Context: an optimization exercise on an open-source flow, tuned for small area. The choices shown serve that exercise and are no tape-out recipe. No activity file was given, so power comes from the tool's default toggle rates.

==> run D <==
==> flow/design.v <==
`timescale 1ns/1ps
package lockstep_pkg;
    typedef logic [15:0] addr_t;
    typedef logic [7:0]  data_t;
    typedef logic [1:0]  module_id_t;
    typedef enum logic [1:0]
    {
        BEAT_IDLE  = 2'd0,
        BEAT_SCAN  = 2'd1,
        BEAT_WRITE = 2'd2
    } beat_e;
    typedef struct packed
    {
        logic  ok;
        beat_e beat;
        addr_t addr;
        data_t data;
        logic  sync;
    } bcast_t;
    typedef enum logic [1:0]
    {
        RL_REBUILD = 2'd0,
        RL_ALIGN   = 2'd1,
        RL_REJOIN  = 2'd2,
        RL_RUN     = 2'd3
    } run_level_e;
    localparam int SYNC_DELAY = 3;
    localparam int REBUILD_PASSES = 2;
endpackage
`timescale 1ns/1ps
module state_ram
#(
    parameter int ADDR_W = 9
)
(
    input  logic  CORE_CLK,
    input  logic  a_we,
    input  lockstep_pkg::addr_t a_addr,
    input  lockstep_pkg::data_t a_wdata,
    output lockstep_pkg::data_t a_rdata,
    input  logic  b_we,
    input  lockstep_pkg::addr_t b_addr,
    input  lockstep_pkg::data_t b_wdata
);
    localparam int DEPTH = 1 << ADDR_W;
    lockstep_pkg::data_t mem [DEPTH];
    logic [ADDR_W-1:0] a_idx;
    logic [ADDR_W-1:0] b_idx;
    assign a_idx = a_addr[ADDR_W-1:0];
    assign b_idx = b_addr[ADDR_W-1:0];
    always_ff @(posedge CORE_CLK)
    begin
        if (a_we)
            mem[a_idx] <= a_wdata;
        if (b_we)
            mem[b_idx] <= b_wdata;
    end
    always_ff @(posedge CORE_CLK)
    begin
        if (a_we)
            a_rdata <= a_wdata;
        else
            a_rdata <= mem[a_idx];
    end
endmodule
`timescale 1ns/1ps
module bcast_scanner
#(
    parameter int ADDR_W = 9
)
(
    input  logic       CORE_CLK,
    input  logic       RST_n,
    input  lockstep_pkg::module_id_t module_id,
    input  lockstep_pkg::run_level_e run_level,
    input  logic       vote_good,
    input  logic       align_load,
    input  lockstep_pkg::addr_t      align_addr,
    input  logic       wr_valid,
    input  lockstep_pkg::addr_t      wr_addr,
    input  lockstep_pkg::data_t      wr_data,
    output logic       wr_ready,
    output logic       a_we,
    output lockstep_pkg::addr_t      a_addr,
    output lockstep_pkg::data_t      a_wdata,
    input  lockstep_pkg::data_t      a_rdata,
    output lockstep_pkg::bcast_t     bcast_out
);
    localparam logic [ADDR_W-1:0] STEP_ONE = {{(ADDR_W-1){1'b0}}, 1'b1};
    localparam logic [ADDR_W-1:0] STEP_TWO = {{(ADDR_W-2){1'b0}}, 2'b10};
    logic [ADDR_W-1:0] scan_cnt;
    logic [ADDR_W-1:0] rd_addr;
    logic [ADDR_W-1:0] beat_addr;
    logic              scan_fresh;
    logic              wr_beat_vld;
    logic [ADDR_W-1:0] wr_beat_addr;
    lockstep_pkg::data_t             wr_beat_data;
    logic              in_run;
    logic              wr_accept;
    assign in_run    = (run_level == lockstep_pkg::RL_RUN);
    assign wr_ready  = in_run && vote_good && !wr_beat_vld;
    assign wr_accept = wr_valid && wr_ready;
    assign rd_addr = wr_beat_vld ? wr_beat_addr : scan_cnt;
    assign a_we    = wr_beat_vld;
    assign a_addr  = lockstep_pkg::addr_t'(rd_addr);
    assign a_wdata = wr_beat_data;
    always_ff @(posedge CORE_CLK)
    begin
        if (!RST_n)
        begin
            scan_cnt    <= '0;
            beat_addr   <= '0;
            scan_fresh  <= 1'b1;
            wr_beat_vld <= 1'b0;
        end
        else
        begin
            wr_beat_vld <= wr_accept;
            beat_addr   <= rd_addr;
            scan_fresh  <= !wr_beat_vld;
            if (wr_beat_vld)
                scan_cnt <= scan_cnt - STEP_TWO;
            else if (align_load)
                scan_cnt <= align_addr[ADDR_W-1:0] + STEP_TWO;
            else
                scan_cnt <= scan_cnt + STEP_ONE;
        end
    end
    always_ff @(posedge CORE_CLK)
    begin
        if (wr_accept)
        begin
            wr_beat_addr <= wr_addr[ADDR_W-1:0];
            wr_beat_data <= wr_data;
        end
    end
    always_comb
    begin
        if (!in_run)
        begin
            bcast_out.beat = lockstep_pkg::BEAT_IDLE;
            bcast_out.addr = lockstep_pkg::addr_t'(module_id);
            bcast_out.data = lockstep_pkg::data_t'(module_id);
            bcast_out.sync = 1'b0;
        end
        else if (wr_beat_vld)
        begin
            bcast_out.beat = lockstep_pkg::BEAT_WRITE;
            bcast_out.addr = lockstep_pkg::addr_t'(wr_beat_addr);
            bcast_out.data = wr_beat_data;
            bcast_out.sync = 1'b0;
        end
        else
        begin
            bcast_out.beat = lockstep_pkg::BEAT_SCAN;
            bcast_out.addr = lockstep_pkg::addr_t'(beat_addr);
            bcast_out.data = a_rdata;
            bcast_out.sync = scan_fresh && (beat_addr == '0);
        end
        bcast_out.ok = in_run && vote_good;
    end
endmodule
`timescale 1ns/1ps
module lockstep_voter
(
    input  lockstep_pkg::bcast_t bcast_out,
    input  lockstep_pkg::bcast_t nbr_in0,
    input  lockstep_pkg::bcast_t nbr_in1,
    input  lockstep_pkg::bcast_t nbr_in2,
    output logic   vote_good,
    output lockstep_pkg::bcast_t nbr_sel
);
    localparam lockstep_pkg::bcast_t NO_NBR = '0;
    logic [2:0] agree;
    assign agree[0] = (bcast_out.addr == nbr_in0.addr) &&
                      (bcast_out.data == nbr_in0.data) &&
                      (bcast_out.sync == nbr_in0.sync);
    assign agree[1] = (bcast_out.addr == nbr_in1.addr) &&
                      (bcast_out.data == nbr_in1.data) &&
                      (bcast_out.sync == nbr_in1.sync);
    assign agree[2] = (bcast_out.addr == nbr_in2.addr) &&
                      (bcast_out.data == nbr_in2.data) &&
                      (bcast_out.sync == nbr_in2.sync);
    assign vote_good = |agree;
    always_comb
    begin
        if (nbr_in0.ok)
            nbr_sel = nbr_in0;
        else if (nbr_in1.ok)
            nbr_sel = nbr_in1;
        else if (nbr_in2.ok)
            nbr_sel = nbr_in2;
        else
            nbr_sel = NO_NBR;
    end
endmodule
`timescale 1ns/1ps
module rebuild_ctrl
#(
    parameter int ADDR_W = 9
)
(
    input  logic       CORE_CLK,
    input  logic       RST_n,
    input  logic       vote_good,
    input  lockstep_pkg::bcast_t     nbr_sel,
    output lockstep_pkg::run_level_e run_level,
    output logic       align_load,
    output lockstep_pkg::addr_t      align_addr,
    output logic       b_we,
    output lockstep_pkg::addr_t      b_addr,
    output lockstep_pkg::data_t      b_wdata
);
    localparam int WRAP_W = $clog2(lockstep_pkg::REBUILD_PASSES + 1);
    localparam logic [WRAP_W-1:0] WRAP_ONE  = {{(WRAP_W-1){1'b0}}, 1'b1};
    localparam logic [WRAP_W-1:0] WRAP_DONE = WRAP_W'(lockstep_pkg::REBUILD_PASSES);
    lockstep_pkg::run_level_e            rl_nxt;
    logic [WRAP_W-1:0]     wrap_cnt;
    logic [lockstep_pkg::SYNC_DELAY-1:0] sync_dly;
    logic                  nbr_live;
    logic                  nbr_scan;
    logic                  nbr_wrap;
    logic                  nbr_was_write;
    logic                  copying;
    assign nbr_live = nbr_sel.ok && (nbr_sel.beat != lockstep_pkg::BEAT_IDLE);
    assign nbr_scan = nbr_sel.ok && (nbr_sel.beat == lockstep_pkg::BEAT_SCAN);
    assign nbr_wrap = nbr_scan && (nbr_sel.addr[ADDR_W-1:0] == '0);
    assign copying  = (run_level == lockstep_pkg::RL_REBUILD) || (run_level == lockstep_pkg::RL_ALIGN);
    assign b_we    = copying && nbr_live;
    assign b_addr  = lockstep_pkg::addr_t'(nbr_sel.addr[ADDR_W-1:0]);
    assign b_wdata = nbr_sel.data;
    assign align_load = (run_level == lockstep_pkg::RL_ALIGN) && nbr_scan && !nbr_was_write;
    assign align_addr = nbr_sel.addr;
    always_comb
    begin
        rl_nxt = run_level;
        case (run_level)
            lockstep_pkg::RL_RUN:
                if (!vote_good)
                    rl_nxt = lockstep_pkg::RL_REBUILD;
            lockstep_pkg::RL_REBUILD:
                if (wrap_cnt == WRAP_DONE)
                    rl_nxt = lockstep_pkg::RL_ALIGN;
            lockstep_pkg::RL_ALIGN:
                if (nbr_sel.ok && nbr_sel.sync)
                    rl_nxt = lockstep_pkg::RL_REJOIN;
            lockstep_pkg::RL_REJOIN:
                if (sync_dly[lockstep_pkg::SYNC_DELAY-1])
                    rl_nxt = lockstep_pkg::RL_RUN;
            default:
                rl_nxt = lockstep_pkg::RL_RUN;
        endcase
    end
    always_ff @(posedge CORE_CLK)
    begin
        if (!RST_n)
        begin
            run_level     <= lockstep_pkg::RL_RUN;
            wrap_cnt      <= '0;
            sync_dly      <= '0;
            nbr_was_write <= 1'b0;
        end
        else
        begin
            run_level     <= rl_nxt;
            sync_dly      <= {sync_dly[lockstep_pkg::SYNC_DELAY-2:0], nbr_sel.sync};
            nbr_was_write <= nbr_sel.ok && (nbr_sel.beat == lockstep_pkg::BEAT_WRITE);
            if (run_level == lockstep_pkg::RL_RUN)
                wrap_cnt <= '0;
            else if ((run_level == lockstep_pkg::RL_REBUILD) && nbr_wrap && (wrap_cnt != WRAP_DONE))
                wrap_cnt <= wrap_cnt + WRAP_ONE;
        end
    end
endmodule
`timescale 1ns/1ps
module lockstep_module
#(
    parameter int ADDR_W = 9
)
(
    input  logic       CORE_CLK,
    input  logic       RST_n,
    input  logic [1:0]  module_id,
    input  logic        wr_valid,
    input  logic [15:0] wr_addr,
    input  logic [7:0]  wr_data,
    output logic        wr_ready,
    output logic [27:0] bcast_out,
    input  logic [27:0] nbr_in0,
    input  logic [27:0] nbr_in1,
    input  logic [27:0] nbr_in2
);
    lockstep_pkg::bcast_t     bcast_w;
    lockstep_pkg::bcast_t     nbr_w0;
    lockstep_pkg::bcast_t     nbr_w1;
    lockstep_pkg::bcast_t     nbr_w2;
    assign bcast_out = bcast_w;
    assign nbr_w0    = nbr_in0;
    assign nbr_w1    = nbr_in1;
    assign nbr_w2    = nbr_in2;
    lockstep_pkg::run_level_e run_level;
    logic       vote_good;
    lockstep_pkg::bcast_t     nbr_sel;
    logic       align_load;
    lockstep_pkg::addr_t      align_addr;
    logic       a_we;
    lockstep_pkg::addr_t      a_addr;
    lockstep_pkg::data_t      a_wdata;
    lockstep_pkg::data_t      a_rdata;
    logic       b_we;
    lockstep_pkg::addr_t      b_addr;
    lockstep_pkg::data_t      b_wdata;
    state_ram #(
        .ADDR_W (ADDR_W)
    ) u_state_ram (
        .CORE_CLK (CORE_CLK),
        .a_we     (a_we),
        .a_addr   (a_addr),
        .a_wdata  (a_wdata),
        .a_rdata  (a_rdata),
        .b_we     (b_we),
        .b_addr   (b_addr),
        .b_wdata  (b_wdata)
    );
    bcast_scanner #(
        .ADDR_W (ADDR_W)
    ) u_bcast_scanner (
        .CORE_CLK   (CORE_CLK),
        .RST_n      (RST_n),
        .module_id  (module_id),
        .run_level  (run_level),
        .vote_good  (vote_good),
        .align_load (align_load),
        .align_addr (align_addr),
        .wr_valid   (wr_valid),
        .wr_addr    (wr_addr),
        .wr_data    (wr_data),
        .wr_ready   (wr_ready),
        .a_we       (a_we),
        .a_addr     (a_addr),
        .a_wdata    (a_wdata),
        .a_rdata    (a_rdata),
        .bcast_out  (bcast_w)
    );
    lockstep_voter u_lockstep_voter (
        .bcast_out (bcast_w),
        .nbr_in0   (nbr_w0),
        .nbr_in1   (nbr_w1),
        .nbr_in2   (nbr_w2),
        .vote_good (vote_good),
        .nbr_sel   (nbr_sel)
    );
    rebuild_ctrl #(
        .ADDR_W (ADDR_W)
    ) u_rebuild_ctrl (
        .CORE_CLK   (CORE_CLK),
        .RST_n      (RST_n),
        .vote_good  (vote_good),
        .nbr_sel    (nbr_sel),
        .run_level  (run_level),
        .align_load (align_load),
        .align_addr (align_addr),
        .b_we       (b_we),
        .b_addr     (b_addr),
        .b_wdata    (b_wdata)
    );
endmodule
==> flow/run.sh <==
#!/bin/bash
# synth_recipe.tcl (not shown) runs the flow's synth.tcl, then flattens the netlist and writes it again
# the make line also repeats each setting of config.mk as NAME=value (left out here)
make -C /OpenROAD-flow-scripts/flow DESIGN_CONFIG=/design/flow/config.mk WORK_HOME=/design/flow/orfs CLKGATE_MAP_FILE= SYNTH_SCRIPT=/design/flow/synth_recipe.tcl finish
==> flow/config.mk <==
export PLATFORM = sky130hd
export DESIGN_NAME = lockstep_module
export DESIGN_NICKNAME = lockstep_module
export VERILOG_FILES = /design/flow/design.v
export SDC_FILE = /design/flow/constraint.sdc
export NUM_CORES = 8
export LEC_CHECK = 0
export CAP_MARGIN = 20
export CORE_MARGIN = 2
export CORE_UTILIZATION = 40
export SLEW_MARGIN = 20
==> flow/constraint.sdc <==
create_clock -name core_clock -period 10.0 [get_ports {CORE_CLK}]
set_input_delay 2.0000 -clock core_clock [delete_from_list [all_inputs] [get_ports {CORE_CLK}]]
set_output_delay 2.0000 -clock core_clock [all_outputs]
set_load 0.01 [all_outputs]
==> run E (differences from run D) <==
==> flow/design.v, changed modules only <==
module state_word
(
    input  logic       CORE_CLK,
    input  logic       w_set,
    input  logic       w_hold,
    input  logic [7:0] col,
    output logic [7:0] q
);
    always_ff @(posedge CORE_CLK)
        q <= ~((q | {8{w_set}}) & (col | {8{w_hold}}));
endmodule
module state_rd3
(
    input  logic [7:0] d0,
    input  logic [7:0] d1,
    input  logic [7:0] d2,
    input  logic       s0,
    input  logic       s1,
    input  logic       s2,
    output logic [7:0] y_n
);
    assign y_n = ~((d0 & {8{s0}}) | (d1 & {8{s1}}) | (d2 & {8{s2}}));
endmodule
module state_rd2
(
    input  logic [7:0] d0,
    input  logic [7:0] d1,
    input  logic       s0,
    input  logic       s1,
    output logic [7:0] y_n
);
    assign y_n = ~((d0 & {8{s0}}) | (d1 & {8{s1}}));
endmodule
module state_ram
#(
    parameter int ADDR_W = 9
)
(
    input  logic  CORE_CLK,
    input  logic  a_we,
    input  lockstep_pkg::addr_t a_addr,
    input  lockstep_pkg::data_t a_wdata,
    input  logic [ADDR_W-1:0] r_addr,
    output lockstep_pkg::data_t a_rdata,
    input  logic  b_we,
    input  lockstep_pkg::addr_t b_addr,
    input  lockstep_pkg::data_t b_wdata
);
    localparam int DEPTH  = 1 << ADDR_W;
    localparam int QUADS  = DEPTH / 4;
    localparam int GROUPS = (QUADS + 2) / 3;
    logic [7:0] st [DEPTH];
    logic       par;
    logic              we;
    logic [ADDR_W-1:0] w_idx;
    logic [7:0]        w_col;
    logic [DEPTH-1:0]  w_sel;
    logic [3*GROUPS-1:0] r_sel;
    logic [7:0]        gq_n [4][GROUPS];
    logic [7:0]        r_q [4];
    logic [7:0]        r_raw;
    assign we    = a_we || b_we;
    assign w_idx = a_we ? a_addr[ADDR_W-1:0] : b_addr[ADDR_W-1:0];
    assign w_col = (a_we ? a_wdata : b_wdata) ^ {8{par}};
    always_comb
    begin
        r_sel = '0;
        for (int i = 0; i < DEPTH; i++)
            w_sel[i] = we && (w_idx == ADDR_W'(i));
        for (int p = 0; p < QUADS; p++)
            r_sel[p] = (r_addr[ADDR_W-1:2] == (ADDR_W-2)'(p));
    end
    always_ff @(posedge CORE_CLK)
        par <= !par;
    for (genvar i = 0; i < DEPTH; i++)
    begin : g_word
        state_word u_word (
            .CORE_CLK (CORE_CLK),
            .w_set    (w_sel[i]),
            .w_hold   (!w_sel[i]),
            .col      (w_col),
            .q        (st[i])
        );
    end
    for (genvar k = 0; k < 4; k++)
    begin : g_lane
        for (genvar g = 0; g < GROUPS - 1; g++)
        begin : g_rd
            state_rd3 u_rd (
                .d0  (st[12*g+k]),
                .d1  (st[12*g+4+k]),
                .d2  (st[12*g+8+k]),
                .s0  (r_sel[3*g]),
                .s1  (r_sel[3*g+1]),
                .s2  (r_sel[3*g+2]),
                .y_n (gq_n[k][g])
            );
        end
        state_rd2 u_rd_last (
            .d0  (st[12*(GROUPS-1)+k]),
            .d1  (st[12*(GROUPS-1)+4+k]),
            .s0  (r_sel[3*(GROUPS-1)]),
            .s1  (r_sel[3*(GROUPS-1)+1]),
            .y_n (gq_n[k][GROUPS-1])
        );
    end
    always_comb
    begin
        for (int k = 0; k < 4; k++)
        begin
            r_q[k] = '0;
            for (int g = 0; g < GROUPS; g++)
                r_q[k] = r_q[k] | ~gq_n[k][g];
        end
        r_raw = r_q[r_addr[1:0]];
    end
    always_ff @(posedge CORE_CLK)
    begin
        if (a_we)
            a_rdata <= a_wdata;
        else
            a_rdata <= r_raw ^ {8{par}};
    end
endmodule
module bcast_scanner
#(
    parameter int ADDR_W = 9
)
(
    input  logic       CORE_CLK,
    input  logic       RST_n,
    input  lockstep_pkg::module_id_t module_id,
    input  lockstep_pkg::run_level_e run_level,
    input  logic       vote_good,
    input  logic       align_load,
    input  lockstep_pkg::addr_t      align_addr,
    input  logic       wr_valid,
    input  lockstep_pkg::addr_t      wr_addr,
    input  lockstep_pkg::data_t      wr_data,
    output logic       wr_ready,
    output logic       a_we,
    output lockstep_pkg::addr_t      a_addr,
    output lockstep_pkg::data_t      a_wdata,
    input  lockstep_pkg::data_t      a_rdata,
    output logic [ADDR_W-1:0] r_addr,
    output lockstep_pkg::bcast_t     bcast_out
);
    localparam logic [ADDR_W-1:0] STEP_ONE = {{(ADDR_W-1){1'b0}}, 1'b1};
    localparam logic [ADDR_W-1:0] STEP_TWO = {{(ADDR_W-2){1'b0}}, 2'b10};
    logic [ADDR_W-1:0] scan_cnt;
    logic [ADDR_W-1:0] rd_addr;
    logic [ADDR_W-1:0] beat_addr;
    logic              scan_fresh;
    logic              wr_beat_vld;
    logic [ADDR_W-1:0] wr_beat_addr;
    lockstep_pkg::data_t             wr_beat_data;
    logic              in_run;
    logic              wr_accept;
    assign in_run    = (run_level == lockstep_pkg::RL_RUN);
    assign wr_ready  = in_run && vote_good && !wr_beat_vld;
    assign wr_accept = wr_valid && wr_ready;
    assign rd_addr = wr_beat_vld ? wr_beat_addr : scan_cnt;
    assign a_we    = wr_beat_vld;
    assign a_addr  = lockstep_pkg::addr_t'(rd_addr);
    assign a_wdata = wr_beat_data;
    assign r_addr  = scan_cnt;
    always_ff @(posedge CORE_CLK)
    begin
        if (!RST_n)
        begin
            scan_cnt    <= '0;
            beat_addr   <= '0;
            scan_fresh  <= 1'b1;
            wr_beat_vld <= 1'b0;
        end
        else
        begin
            wr_beat_vld <= wr_accept;
            beat_addr   <= rd_addr;
            scan_fresh  <= !wr_beat_vld;
            if (wr_beat_vld)
                scan_cnt <= scan_cnt - STEP_TWO;
            else if (align_load)
                scan_cnt <= align_addr[ADDR_W-1:0] + STEP_TWO;
            else
                scan_cnt <= scan_cnt + STEP_ONE;
        end
    end
    always_ff @(posedge CORE_CLK)
    begin
        wr_beat_addr <= wr_addr[ADDR_W-1:0];
        wr_beat_data <= wr_data;
    end
    always_comb
    begin
        if (!in_run)
        begin
            bcast_out.beat = lockstep_pkg::BEAT_IDLE;
            bcast_out.addr = lockstep_pkg::addr_t'(module_id);
            bcast_out.data = lockstep_pkg::data_t'(module_id);
            bcast_out.sync = 1'b0;
        end
        else if (wr_beat_vld)
        begin
            bcast_out.beat = lockstep_pkg::BEAT_WRITE;
            bcast_out.addr = lockstep_pkg::addr_t'(wr_beat_addr);
            bcast_out.data = wr_beat_data;
            bcast_out.sync = 1'b0;
        end
        else
        begin
            bcast_out.beat = lockstep_pkg::BEAT_SCAN;
            bcast_out.addr = lockstep_pkg::addr_t'(beat_addr);
            bcast_out.data = a_rdata;
            bcast_out.sync = scan_fresh && (beat_addr == '0);
        end
        bcast_out.ok = in_run && vote_good;
    end
endmodule
module lockstep_module
#(
    parameter int ADDR_W = 9
)
(
    input  logic       CORE_CLK,
    input  logic       RST_n,
    input  logic [1:0]  module_id,
    input  logic        wr_valid,
    input  logic [15:0] wr_addr,
    input  logic [7:0]  wr_data,
    output logic        wr_ready,
    output logic [27:0] bcast_out,
    input  logic [27:0] nbr_in0,
    input  logic [27:0] nbr_in1,
    input  logic [27:0] nbr_in2
);
    lockstep_pkg::bcast_t     bcast_w;
    lockstep_pkg::bcast_t     nbr_w0;
    lockstep_pkg::bcast_t     nbr_w1;
    lockstep_pkg::bcast_t     nbr_w2;
    assign bcast_out = bcast_w;
    assign nbr_w0    = nbr_in0;
    assign nbr_w1    = nbr_in1;
    assign nbr_w2    = nbr_in2;
    lockstep_pkg::run_level_e run_level;
    logic       vote_good;
    lockstep_pkg::bcast_t     nbr_sel;
    logic       align_load;
    lockstep_pkg::addr_t      align_addr;
    logic       a_we;
    lockstep_pkg::addr_t      a_addr;
    lockstep_pkg::data_t      a_wdata;
    lockstep_pkg::data_t      a_rdata;
    logic [ADDR_W-1:0] r_addr;
    logic       b_we;
    lockstep_pkg::addr_t      b_addr;
    lockstep_pkg::data_t      b_wdata;
    state_ram #(
        .ADDR_W (ADDR_W)
    ) u_state_ram (
        .CORE_CLK (CORE_CLK),
        .a_we     (a_we),
        .a_addr   (a_addr),
        .a_wdata  (a_wdata),
        .a_rdata  (a_rdata),
        .r_addr   (r_addr),
        .b_we     (b_we),
        .b_addr   (b_addr),
        .b_wdata  (b_wdata)
    );
    bcast_scanner #(
        .ADDR_W (ADDR_W)
    ) u_bcast_scanner (
        .CORE_CLK   (CORE_CLK),
        .RST_n      (RST_n),
        .module_id  (module_id),
        .run_level  (run_level),
        .vote_good  (vote_good),
        .align_load (align_load),
        .align_addr (align_addr),
        .wr_valid   (wr_valid),
        .wr_addr    (wr_addr),
        .wr_data    (wr_data),
        .wr_ready   (wr_ready),
        .a_we       (a_we),
        .a_addr     (a_addr),
        .a_wdata    (a_wdata),
        .a_rdata    (a_rdata),
        .r_addr     (r_addr),
        .bcast_out  (bcast_w)
    );
    lockstep_voter u_lockstep_voter (
        .bcast_out (bcast_w),
        .nbr_in0   (nbr_w0),
        .nbr_in1   (nbr_w1),
        .nbr_in2   (nbr_w2),
        .vote_good (vote_good),
        .nbr_sel   (nbr_sel)
    );
    rebuild_ctrl #(
        .ADDR_W (ADDR_W)
    ) u_rebuild_ctrl (
        .CORE_CLK   (CORE_CLK),
        .RST_n      (RST_n),
        .vote_good  (vote_good),
        .nbr_sel    (nbr_sel),
        .run_level  (run_level),
        .align_load (align_load),
        .align_addr (align_addr),
        .b_we       (b_we),
        .b_addr     (b_addr),
        .b_wdata    (b_wdata)
    );
endmodule
==> flow/flow/run.sh (new file) <==
#!/bin/bash
# Standard synthesis, then the standard layout with: every cell downsized to
# its smallest drive strength before floorplan, a clock tree of mid-size
# buffers without dummy loads, and small port buffers.
set -euo pipefail
W=$(pwd)
F=$W/flow
bash standard.sh synth > $W/synth.log 2>&1
bash standard.sh \
  PRE_FLOORPLAN_TCL=$F/downsize.tcl \
  "CTS_ARGS=-sink_clustering_enable -repair_clock_nets -dont_use_dummy_load -buf_list sky130_fd_sc_hd__clkbuf_8 -sink_clustering_size 18 -sink_clustering_max_diameter 55" \
  "BUFFER_PORTS_ARGS=-buffer_cell sky130_fd_sc_hd__buf_1" \
  finish > $W/layout.log 2>&1
==> flow/flow/downsize.tcl (new file) <==
# Before floorplan: give every cell the smallest drive strength of its family.
# Synthesis sizes cells for speed; the period leaves plenty of slack, and
# repair_design upsizes or buffers again wherever slew or load needs it.
set db [ord::get_db]
set block [ord::get_db_block]
array set best {}
foreach lib [$db getLibs] {
  foreach m [$lib getMasters] {
    set n [$m getName]
    if {![regexp {^(sky130_fd_sc_hd__[a-z0-9]+)_([0-9]+)$} $n -> base drv]} { continue }
    if {[regexp {lpflow|probe|tap|fill|decap|diode|dlygate|dlymetal|clkdlybuf|conb} $n]} { continue }
    set a [expr {[$m getWidth] * [$m getHeight]}]
    if {![info exists best($base)] || $a < [lindex $best($base) 1]} {
      set best($base) [list $m $a]
    }
  }
}
set cnt 0
foreach inst [$block getInsts] {
  set m [$inst getMaster]
  if {![regexp {^(sky130_fd_sc_hd__[a-z0-9]+)_([0-9]+)$} [$m getName] -> base drv]} { continue }
  if {![info exists best($base)]} { continue }
  set nm [lindex $best($base) 0]
  if {[$nm getWidth] < [$m getWidth]} {
    $inst swapMaster $nm
    incr cnt
  }
}
puts "downsize: swapped $cnt instances to smaller drive strengths"
==> flow/standard.sh (new file) <==
#!/bin/bash
# synth_recipe.tcl (not shown) runs the flow's synth.tcl, then flattens the netlist and writes it again
# the make line also repeats each setting of config.mk as NAME=value (left out here)
make -C /OpenROAD-flow-scripts/flow DESIGN_CONFIG=/design/flow/config.mk WORK_HOME=/design/flow/orfs CLKGATE_MAP_FILE= SYNTH_SCRIPT=/design/flow/synth_recipe.tcl "${@:-finish}"
--- a/flow/config.mk
+++ b/flow/config.mk
@@ -9,3 +9,5 @@
 export CORE_MARGIN = 2
-export CORE_UTILIZATION = 40
+export CORE_UTILIZATION = 70
+export PLACE_DENSITY = 0.8
 export SLEW_MARGIN = 20
+export SYNTH_HIERARCHICAL = 1
removed: flow/run.sh
==> summary.txt <==
- Run E ran to the end with no violations. Run D passed the timing, design-rule and antenna checks.
- Between run E and run D, the lower clock power is in run E (gap about 50%, measured against run D).
- Of run E and run D, run D has the higher combinational power (gap about 50%, measured against run D).
- Between run E and run D, the lower register-to-register slack is in run E (gap 0.28 ns).
- Against run D, the synthesized cell count of run E is lower by 17%.
- Sequential share of layout area: run E is higher than run D (3.4 points).
- Between run D and run E, the lower via count is in run E (gap 9.9%, measured against run E).
- Utilization: run D is lower than run E (29 points).
- Clock-buffer cell count: run D is higher than run E (239).
- Worst hold slack: run D is higher than run E (0.00062 ns).
Function was not checked in any run of this note: the RTL went through the layout flow alone.

afterwards: timing with drivers on the ports:
The results above use ideal ports. As a check the final layouts listed here were re-extracted and re-timed, cells and wires unchanged. Step 1, drivers: a clkbuf_16 drives CORE_CLK and a buf_2 each remaining input, both assumed. Step 2 adds t to the input delays and takes it off the output delays; t is the mean of the earliest and latest rising clock arrival at the registers after step 1. Input paths then give back, and output paths get back, about the clock's delay inside the block. a / b / c = no drivers / after step 1 / after step 2; a / b = the first two.
run | t, ns | setup slack, ns | worst register clock-pin slew, ns
run D | 1.133 | 2.559 / 2.443 / 1.871 | 0.07 / 0.07
run E | 1.179 | 2.729 / 2.623 / 3.017 | 0.12 / 0.12
After both steps setup and hold are still met in every run listed. The setup slack of run D, which loses most, moves by -0.116 ns with the drivers and by -0.688 ns with both steps.
